From an optimization exercise on the open Yosys and OpenROAD flow, aimed at small area; shortcuts taken in it are not production practice. In this exercise RTL edits were held to simulation tests only and were not proved equivalent to the original. No activity file was given, so power comes from the tool's default toggle rates.

==> flow/design.v <==
`timescale 1ns/1ns
`default_nettype none
package simdPkg;
    typedef enum logic [6-1:0] {
        opAddRegH = 6'd0, opAddRegO, opAddRegQ,
        opAddImmH = 6'd3, opAddImmO, opAddImmQ,
        opSubRegH = 6'd6, opSubRegO, opSubRegQ,
        opSubImmH = 6'd9, opSubImmO, opSubImmQ,
        opMulRegH = 6'd12, opMulRegO, opMulRegQ,
        opMulImmH = 6'd15, opMulImmO, opMulImmQ,
        opAndH = 6'd27, opAndO, opAndQ,
        opOrH = 6'd30, opOrO, opOrQ,
        opNotH = 6'd33, opNotO, opNotQ,
        opLoadH = 6'd38, opLoadO, opLoadQ,
        opStoreH = 6'd41, opStoreO, opStoreQ,
        opSetH = 6'd44, opSetO, opSetQ,
        opHalt = 6'd63
    } opcodeT;
    typedef enum logic [1:0] {laneH, laneO, laneQ} laneModeT;
    typedef enum logic [2:0] {aluAdd, aluSub, aluMul, aluAnd, aluOr, aluNot, aluSet} aluOpT;
    typedef enum logic [2:0] {classAlu, classLoad, classStore, classHalt, classNop} instrClassT;
    typedef enum logic [2:0] {
        stIdle, stFetch, stDecode, stExecute, stMemory, stWriteBack, stHalt
    } coreStateT;
    typedef logic [$clog2(4)-1:0] regIdxT;
    typedef struct packed {
        instrClassT instrClass;
        aluOpT aluOp;
        laneModeT mode;
        regIdxT srcA;
        regIdxT srcB;
        regIdxT dest;
        logic writesReg;
        logic useImm;                           
        logic [16-1:0] immValue;
    } decodedInstT;
    typedef struct packed {
        logic [10-1:0] addr;
        logic write;
        logic [16-1:0] wdata;
    } memReqT;
endpackage
`default_nettype wire
`timescale 1ns/1ns
`default_nettype none
module simdDecoder (
    input wire [18-1:0] instr,
    output simdPkg::decodedInstT dec
);
    simdPkg::opcodeT op;
    simdPkg::regIdxT r0;
    simdPkg::regIdxT r2;
    simdPkg::regIdxT r3;
    logic [10-1:0] imm;
    logic [16-1:0] zeroImm;
    logic [16-1:0] repImm;
    simdPkg::laneModeT mode;
    simdPkg::aluOpT aluOp;
    assign op = simdPkg::opcodeT'(instr[18-1 -: 6]);
    assign r0 = instr[11:10];
    assign r2 = instr[3:2];
    assign r3 = instr[1:0];
    assign imm = instr[10-1:0];
    assign zeroImm = {{(16 - 10){1'b0}}, imm};
    always_comb
    begin
        case (op)
            simdPkg::opAddRegO, simdPkg::opAddImmO, simdPkg::opSubRegO, simdPkg::opSubImmO, simdPkg::opMulRegO, simdPkg::opMulImmO,
            simdPkg::opAndO, simdPkg::opOrO, simdPkg::opNotO, simdPkg::opLoadO, simdPkg::opStoreO, simdPkg::opSetO: mode = simdPkg::laneO;
            simdPkg::opAddRegQ, simdPkg::opAddImmQ, simdPkg::opSubRegQ, simdPkg::opSubImmQ, simdPkg::opMulRegQ, simdPkg::opMulImmQ,
            simdPkg::opAndQ, simdPkg::opOrQ, simdPkg::opNotQ, simdPkg::opLoadQ, simdPkg::opStoreQ, simdPkg::opSetQ: mode = simdPkg::laneQ;
            default: mode = simdPkg::laneH;
        endcase
        case (op)
            simdPkg::opSubRegH, simdPkg::opSubRegO, simdPkg::opSubRegQ, simdPkg::opSubImmH, simdPkg::opSubImmO, simdPkg::opSubImmQ: aluOp = simdPkg::aluSub;
            simdPkg::opMulRegH, simdPkg::opMulRegO, simdPkg::opMulRegQ, simdPkg::opMulImmH, simdPkg::opMulImmO, simdPkg::opMulImmQ: aluOp = simdPkg::aluMul;
            simdPkg::opAndH, simdPkg::opAndO, simdPkg::opAndQ: aluOp = simdPkg::aluAnd;
            simdPkg::opOrH, simdPkg::opOrO, simdPkg::opOrQ: aluOp = simdPkg::aluOr;
            simdPkg::opNotH, simdPkg::opNotO, simdPkg::opNotQ: aluOp = simdPkg::aluNot;
            simdPkg::opSetH, simdPkg::opSetO, simdPkg::opSetQ: aluOp = simdPkg::aluSet;
            default: aluOp = simdPkg::aluAdd;
        endcase
    end
    always_comb
    begin
        case (mode)
            simdPkg::laneO: repImm = {2{imm[7:0]}};
            simdPkg::laneQ: repImm = {4{imm[3:0]}};
            default: repImm = zeroImm;
        endcase
    end
    always_comb
    begin
        dec = '0;
        dec.instrClass = simdPkg::classNop;
        dec.aluOp = aluOp;
        dec.mode = mode;
        dec.srcA = r2;
        dec.srcB = r3;
        dec.dest = r2;
        dec.immValue = repImm;
        case (op)
            simdPkg::opAddRegH, simdPkg::opAddRegO, simdPkg::opAddRegQ, simdPkg::opSubRegH, simdPkg::opSubRegO, simdPkg::opSubRegQ,
            simdPkg::opMulRegH, simdPkg::opMulRegO, simdPkg::opMulRegQ, simdPkg::opAndH, simdPkg::opAndO, simdPkg::opAndQ,
            simdPkg::opOrH, simdPkg::opOrO, simdPkg::opOrQ:
            begin
                dec.instrClass = simdPkg::classAlu;
                dec.writesReg = 1'b1;           
            end
            simdPkg::opAddImmH, simdPkg::opAddImmO, simdPkg::opAddImmQ, simdPkg::opSubImmH, simdPkg::opSubImmO, simdPkg::opSubImmQ,
            simdPkg::opMulImmH, simdPkg::opMulImmO, simdPkg::opMulImmQ, simdPkg::opSetH, simdPkg::opSetO, simdPkg::opSetQ:
            begin
                dec.instrClass = simdPkg::classAlu;
                dec.srcA = r0;
                dec.dest = r0;
                dec.useImm = 1'b1;
                dec.writesReg = 1'b1;
            end
            simdPkg::opNotH, simdPkg::opNotO, simdPkg::opNotQ:
            begin
                dec.instrClass = simdPkg::classAlu;
                dec.srcA = r3;
                dec.dest = r3;
                dec.writesReg = 1'b1;
            end
            simdPkg::opLoadH, simdPkg::opLoadO, simdPkg::opLoadQ:
            begin
                dec.instrClass = simdPkg::classLoad;
                dec.dest = r0;
                dec.writesReg = 1'b1;
                dec.immValue = zeroImm;         
            end
            simdPkg::opStoreH, simdPkg::opStoreO, simdPkg::opStoreQ:
            begin
                dec.instrClass = simdPkg::classStore;
                dec.srcA = r0;
                dec.immValue = zeroImm;
            end
            simdPkg::opHalt: dec.instrClass = simdPkg::classHalt;
            default: dec.instrClass = simdPkg::classNop;
        endcase
    end
endmodule
`default_nettype wire
`timescale 1ns/1ns
`default_nettype none
module laneAlu (
    input wire [16-1:0] a,
    input wire [16-1:0] b,
    input simdPkg::aluOpT op,
    input simdPkg::laneModeT mode,
    output logic [16-1:0] result
);
    localparam int octW = 16 / 2;
    localparam int quadW = 16 / 4;
    logic [16-1:0] sum;
    logic [16-1:0] diff;
    logic [16-1:0] prod;
    always_comb
    begin
        sum = a + b;
        diff = a - b;
        prod = a * b;                           
        if (mode == simdPkg::laneO)
        begin
            for (int i = 0; i < 2; i++)
            begin
                sum[i*octW +: octW] = a[i*octW +: octW] + b[i*octW +: octW];
                diff[i*octW +: octW] = a[i*octW +: octW] - b[i*octW +: octW];
                prod[i*octW +: octW] = a[i*octW +: octW] * b[i*octW +: octW];
            end
        end
        else if (mode == simdPkg::laneQ)
        begin
            for (int i = 0; i < 4; i++)
            begin
                sum[i*quadW +: quadW] = a[i*quadW +: quadW] + b[i*quadW +: quadW];
                diff[i*quadW +: quadW] = a[i*quadW +: quadW] - b[i*quadW +: quadW];
                prod[i*quadW +: quadW] = a[i*quadW +: quadW] * b[i*quadW +: quadW];
            end
        end
    end
    always_comb
    begin
        case (op)
            simdPkg::aluAdd: result = sum;
            simdPkg::aluSub: result = diff;
            simdPkg::aluMul: result = prod;
            simdPkg::aluAnd: result = a & b;
            simdPkg::aluOr: result = a | b;
            simdPkg::aluNot: result = ~a;                
            simdPkg::aluSet: result = b;                 
            default: result = '0;
        endcase
    end
endmodule
`default_nettype wire
`timescale 1ns/1ns
`default_nettype none
module registerBanks (
    input wire clk,
    input wire rst,
    input simdPkg::laneModeT mode,
    input simdPkg::regIdxT rdIdxA,
    input simdPkg::regIdxT rdIdxB,
    input wire wrEn,
    input simdPkg::regIdxT wrIdx,
    input wire [16-1:0] wrData,
    output logic [16-1:0] rdA,
    output logic [16-1:0] rdB
);
    logic [16-1:0] banks [0:2][0:4-1];
    logic [1:0] bankSel;
    always_comb
    begin
        case (mode)
            simdPkg::laneO: bankSel = 2'd1;
            simdPkg::laneQ: bankSel = 2'd2;
            default: bankSel = 2'd0;            
        endcase
    end
    assign rdA = banks[bankSel][rdIdxA];
    assign rdB = banks[bankSel][rdIdxB];
    always_ff @(posedge clk)
    begin
        if (rst)
        begin
            for (int bk = 0; bk < 3; bk++)
            begin
                for (int r = 0; r < 4; r++)
                begin
                    banks[bk][r] <= '0;
                end
            end
        end
        else if (wrEn)
        begin
            banks[bankSel][wrIdx] <= wrData;
        end
    end
endmodule
`default_nettype wire
`timescale 1ns/1ns
`default_nettype none
module memPort (
    input wire clk,
    input wire rst,
    input wire start,
    input simdPkg::memReqT request,
    input wire ack,
    input wire [16-1:0] rdata,
    output logic req,
    output simdPkg::memReqT memReq,
    output logic [16-1:0] loadData,
    output logic finished
);
    typedef enum logic [1:0] {mpIdle, mpWaitAck, mpRelease, mpDone} portStateT;
    portStateT state;
    logic launch;
    assign launch = (state == mpIdle) && start && !ack;
    assign finished = (state == mpDone);
    always_ff @(posedge clk)
    begin
        if (rst)
        begin
            state <= mpIdle;
            req <= 1'b0;
        end
        else
        begin
            case (state)
                mpIdle:
                begin
                    if (launch)
                    begin
                        req <= 1'b1;
                        state <= mpWaitAck;
                    end
                end
                mpWaitAck:
                begin
                    if (ack)
                    begin
                        req <= 1'b0;
                        state <= mpRelease;
                    end
                end
                mpRelease: if (!ack) state <= mpDone;
                default: state <= mpIdle;       
            endcase
        end
    end
    always_ff @(posedge clk)
    begin
        if (launch)
            memReq <= request;                  
        if (state == mpWaitAck && ack && !memReq.write)
            loadData <= rdata;
    end
endmodule
`default_nettype wire
`timescale 1ns/1ns
`default_nettype none
module simdCore (
    input wire clk,
    input wire rst,
    input wire [18-1:0] instr,
    input wire ack,
    input wire [16-1:0] rdata,
    output logic [10-1:0] instrAddr,
    output logic req,
    output logic [10+16:0] memReq,
    output logic done
);
    simdPkg::coreStateT state;
    logic [10-1:0] pc;
    simdPkg::decodedInstT dec;
    simdPkg::decodedInstT decReg;
    logic [16-1:0] rdA;
    logic [16-1:0] rdB;
    logic [16-1:0] aluB;
    logic [16-1:0] aluResult;
    logic [16-1:0] resultReg;
    logic [16-1:0] loadData;
    logic [16-1:0] wbData;
    logic isMem;
    logic memStart;
    logic memFinished;
    logic regWrite;
    simdPkg::memReqT memRequest;
    assign instrAddr = pc;
    assign done = (state == simdPkg::stHalt);
    assign isMem = (decReg.instrClass == simdPkg::classLoad) || (decReg.instrClass == simdPkg::classStore);
    assign memStart = (state == simdPkg::stMemory) && isMem;
    assign aluB = decReg.useImm ? decReg.immValue : rdB;
    assign regWrite = (state == simdPkg::stWriteBack) && decReg.writesReg;
    assign wbData = (decReg.instrClass == simdPkg::classLoad) ? loadData : resultReg;
    assign memRequest.addr = decReg.immValue[10-1:0];
    assign memRequest.write = (decReg.instrClass == simdPkg::classStore);
    assign memRequest.wdata = rdA;
    simdDecoder decoder (
        .instr(instr),
        .dec(dec)
    );
    registerBanks banks (
        .clk(clk),
        .rst(rst),
        .mode(decReg.mode),
        .rdIdxA(decReg.srcA),
        .rdIdxB(decReg.srcB),
        .wrEn(regWrite),
        .wrIdx(decReg.dest),
        .wrData(wbData),
        .rdA(rdA),
        .rdB(rdB)
    );
    laneAlu alu (
        .a(rdA),
        .b(aluB),
        .op(decReg.aluOp),
        .mode(decReg.mode),
        .result(aluResult)
    );
    memPort port (
        .clk(clk),
        .rst(rst),
        .start(memStart),
        .request(memRequest),
        .ack(ack),
        .rdata(rdata),
        .req(req),
        .memReq(memReq),
        .loadData(loadData),
        .finished(memFinished)
    );
    always_ff @(posedge clk)
    begin
        if (rst)
        begin
            state <= simdPkg::stIdle;
            pc <= '0;
        end
        else
        begin
            case (state)
                simdPkg::stIdle: state <= simdPkg::stFetch;
                simdPkg::stFetch: state <= simdPkg::stDecode;     
                simdPkg::stDecode: state <= (dec.instrClass == simdPkg::classHalt) ? simdPkg::stHalt : simdPkg::stExecute;
                simdPkg::stExecute: state <= simdPkg::stMemory;
                simdPkg::stMemory: if (!isMem || memFinished) state <= simdPkg::stWriteBack;
                simdPkg::stWriteBack:
                begin
                    pc <= pc + 1'b1;
                    state <= simdPkg::stFetch;
                end
                simdPkg::stHalt: state <= simdPkg::stHalt;        
                default: state <= simdPkg::stIdle;
            endcase
        end
    end
    always_ff @(posedge clk)
    begin
        if (state == simdPkg::stDecode)
            decReg <= dec;
        if (state == simdPkg::stExecute)
            resultReg <= aluResult;
    end
endmodule
`default_nettype wire
==> flow/run.sh <==
#!/bin/bash
# synth_recipe.tcl (not shown) runs the flow's synth.tcl, then flattens the netlist and writes it again
# the make line also repeats each setting of config.mk as NAME=value (left out here)
make -C /OpenROAD-flow-scripts/flow DESIGN_CONFIG=/design/flow/config.mk WORK_HOME=/design/flow/orfs CLKGATE_MAP_FILE= SYNTH_SCRIPT=/design/flow/synth_recipe.tcl finish
==> flow/config.mk <==
export PLATFORM = sky130hd
export DESIGN_NAME = simdCore
export DESIGN_NICKNAME = simdCore
export VERILOG_FILES = /design/flow/design.v
export SDC_FILE = /design/flow/constraint.sdc
export NUM_CORES = 4
export LEC_CHECK = 0
export CAP_MARGIN = 20
export CORE_MARGIN = 2
export CORE_UTILIZATION = 40
export SLEW_MARGIN = 20
==> flow/constraint.sdc <==
create_clock -name core_clock -period 8.0 [get_ports {clk}]
set_input_delay 1.6000 -clock core_clock [delete_from_list [all_inputs] [get_ports {clk}]]
set_output_delay 1.6000 -clock core_clock [all_outputs]
set_load 0.01 [all_outputs]
==> flow_metrics.tcl <==
set metrics [dict create \
    status "no timing/DRC/antenna violations" \
    p_per_area_mw_per_mm2 349.7 \
    io_pins 76 \
    dr.pass1.iters 5 \
    grt_overflow 0 \
    crit_fanout 25 \
    synth_ff_type "edfxtp_1" \
    critical_path.slowest_cell "mux4_1" \
    cts-resized-gates 0 \
    yosys_warnings 5 \
    cts_made_buffers 41 \
    synth_edf_count 345 \
    fin_tns_setup_ns 0 \
    avgSynthCellArea_sq_um 11.24 \
    fin_hold_ws_ns 0.4596 \
    clkTransAtPathRegs_ns 0.07 \
    first_global_vias 19700 \
    cts_tree "done" \
    arrival_ns 7.92 \
    via_count 19420 \
    yosysSeqAreaShare_pct 40.58 \
    root_buffer "clkbuf_16" \
    grt_util_all_layers_pct 26.10 \
    crit_buf_inv 7 \
    fmax_ghz 0.1317 \
    syn-num-nets 2646 \
    area_growth_pct 13.69 \
    end_kind "flip-flop" \
    cts_max_level 2 \
    fill_cells 6015 \
    final_hold_viol_count 0 \
    rsz0062_at_grt "false" \
    ys_types 83 \
    die_h_microns 260.5 \
    wl_per_cell_microns 26.37 \
    crit_required_ns 8.33 \
    fp-row-count 94 \
    ys_seq_elements 361 \
    synthArstFlopShare_pct 0 \
    drv_slew 0 \
    startpoint "decReg[22]" \
    cts_sinks 361 \
    worstMarginPinSlew_ns 1.157 \
    synth_top_cell_by_area "edfxtp_1" \
    drc_errors 0 \
    worst_clock_skew_ns 0.02019 \
    synth_cells 2341 \
    gp_congestion 0.9684 \
    initial_core_util_pct 40.24 \
    min_period_ns 7.594 \
    synth.mux.area_fraction_pct 14.87 \
    setup_violations 0 \
    drtIter0Drc 2198 \
    grt_first_pass_wirelength_microns 129500 \
    max-slew-margin-rel_pct 22.43 \
    peakVddDrop_mv 0.5614 \
    die_w_microns 260.5 \
    place_hpwl_microns 63100 \
    holdCritStartpoint "decReg[7]" \
    critical_path_class "flip-flop to flip-flop" \
    synth-xor-area-share_pct 3.689 \
    synth_adder_area_share_pct 15.91 \
    synth_compound_area_share_pct 7.816 \
    vias_per_cell 5.838 \
    synth_top_area_share_pct 39.37 \
    hold_buffers 0 \
    leakage_nw 11.94 \
    grt_antenna_before_repair 2 \
    postCtsSetupBuffers 0 \
    grt_max_degree 43 \
    hp-class "flip-flop to flip-flop" \
    drtAntennaViolNets 0 \
    timing.final.crit_share_pct 94.92 \
    syn_area_sq_mm 0.02632 \
    path_cells "buf_12 > buf_12 > mux4_1 > mux2_2 > o21ai_2 > inv_1 > buf_4 > nand2_1 > fa_1 > fa_1 > fa_1 > fa_1 > inv_1 > fa_1 > inv_1 > fa_1 > inv_1 > ha_1 > o21ai_0 > a21oi_1 > nor2_1 > xor2_1 > a221oi_1 > a2111o_1" \
    max_stage_delay_ns 0.60 \
    dieArea_sq_mm 0.06786 \
    n_antenna_cell 0 \
    wirelength_microns 87740 \
    synth_top_family_by_area "adder cells" \
    yosys-top-cells-area "edfxtp_1 39%, mux4_2 11%, fa_1 8.4%" \
    io_buffers 75 \
    drive_gt1_share_pct 14.49 \
    worstSkewPairLatency_ns 0.58 \
    worst_path_most_repeated_cell "fa_1" \
    finalNetCount 2738 \
    maxCapViolations 0 \
    cts.path.max_buffers 3 \
    r2r-start "decReg[22]" \
    synthSimpleGateAreaFrac_pct 10.91 \
    cp-start-kind "flip-flop" \
    core_area_sq_mm 0.06539 \
    critPathTopFamily "adder cells" \
]
## sequential cells by signal, indices dropped and copies added, names as in the netlist
register / cells
port.loadData: 16
port.state: 2
pc: 10
banks.banks: 256
port.memReq: 27
resultReg: 16
port.req: 1
state: 3
decReg: 30
## synthesized netlist by cell type, types with 9 or more instances
cell type / instances
nor2_1: 400
edfxtp_1: 345
inv_1: 249
nand2_1: 186
ha_1: 157
mux4_2: 125
fa_1: 111
a21oi_1: 86
xnor2_1: 86
clkbuf_1: 85
o21ai_0: 55
mux2i_1: 52
buf_2: 26
nand3_1: 25
xor2_1: 23
nand2b_1: 21
o211ai_1: 17
dfxtp_1: 16
mux4_1: 16
nor3_1: 14
o221ai_1: 14
a21o_1: 13
nor2b_1: 13
o22ai_1: 12
a22oi_1: 11
o21bai_1: 11
a211oi_1: 10
a31oi_1: 9
buf_1: 9
## layout by cell type, fill, tap and decap left out, types with 6 or more instances in the layout
master           count
clkinv_1            12
and3_1               6
a22oi_1             11
fa_1               111
mux4_2             125
clkinv_2             6
o21ai_0             53
edfxtp_1           345
a31oi_1              9
mux2_2               8
nor2_1             397
clkdlybuf4s50_1     75
nor2b_1             11
buf_4              101
nand2_1            186
o221ai_1            14
nor3_1              11
a21oi_1             86
o22ai_1             12
nand3_1             25
clkbuf_16           42
clkbuf_1             6
a211oi_1            10
a221oi_1             6
ha_1               155
and2_1               8
mux4_1              16
bufinv_16            6
buf_12              11
o21bai_1            11
mux2i_1             48
dfxtp_1             16
o211ai_1            17
a21o_1              13
xor2_1              23
nand2b_1            17
inv_1              249
xnor2_1             86
## through the flow
step / power [mW] / setup WS [ns] / cells / area [sq um] / utilization (%)
2_1_floorplan: 6.723 / 0.8673 / 2341 / 26320 / -
5_1_grt: 11.25 / 0.06049 / 3327 / 29920 / 45.75
6_report: 10.46 / 0.4062 / 3327 / 29920 / 45.75
3_5_place_dp: 8.436 / 0.5068 / 3253 / 28530 / 43.62
4_1_cts: 10.43 / 0.4932 / 3326 / 29910 / 45.73
3_3_place_gp: 8.295 / 0.5291 / 3253 / 28500 / 43.58
## worst reg2reg max path: cells and delay by family (launching register included)
kind / cells / cell delay [ns]
AOI/OAI and AO/OA: 5 / 1.27
xor gates and xnor gates: 1 / 0.27
adders and majority gates: 7 / 3.30
buffers and inverters: 7 / 0.97
DFF: 1 / 0.37
muxes: 2 / 0.93
and+or+nand+nor: 2 / 0.25
## routing by layer
metal	vias to the layer above	track usage, %	routed length [microns]
met5	-	0	10
li1	8425	-	-
met2	988	43.26	41800
met3	187	4.749	7553
met1	9820	33.76	34470
met4	2	10.90	3902
## logic make-up (layout without fill, tap and decap cells)
kind of cell,Yosys count,in the layout
AOI/OAI and AO/OA,305,305
and+or+nand+nor,697,697
buffers and inverters,395,517
adders and majority gates,268,268
muxes,205,205
xor gates and xnor gates,110,110
DFF,361,361
## report_power, final
part           switching [mW]  leakage [nW]  total, mW  internal (mW)
clock network           0.797         0.667       1.96           1.16
logic                    3.68          7.78       6.29           2.61
registers              0.0481          3.50       2.22           2.17
total                    4.52          11.9       10.5           5.94
## worst paths after layout
check / slack, ns / cells after the start / endpoint
worst max-delay path: 0.41 / 24 / resultReg[13]
worst min-delay path: 0.46 / 0 / port.memReq[24]
worst max register to register: 0.41 / 24 / resultReg[13]
worst min register to register: 0.46 / 0 / port.memReq[24]
## layout make-up
cell class	instances	area, sq um	area share, %
tap	864	1081	3.613
clock buffer	48	1074	3.588
multi-input combinational	1585	14080	47.07
inverter	257	965.9	3.228
clock inverter	25	306.5	1.025
sequential	361	10680	35.70
timing repair buffer	187	1729	5.779

[separate check: timing with driven ports]
Ports are ideal in the flow. The routed layout listed here was re-timed in OpenROAD.
Step 1: set_driving_cell puts a clkbuf_16 on clk and a buf_2 on each other input, an assumption about the parent block.
Step 2 also shifts input and output timing later by t, the mid clock arrival at the registers, as if the neighbouring blocks saw the same clock.
Three values: ideal ports, drivers, drivers and shift; two values: the first two.
t, ns: 0.632
slack for setup (ns): 0.406 / 0.406 / 0.406
clock arrival spread, ns: 0.021 / 0.020
After both steps setup and hold are still met in this run. For this run, drivers alone change the setup slack by 0.000 ns; drivers and shift together by 0.000 ns.
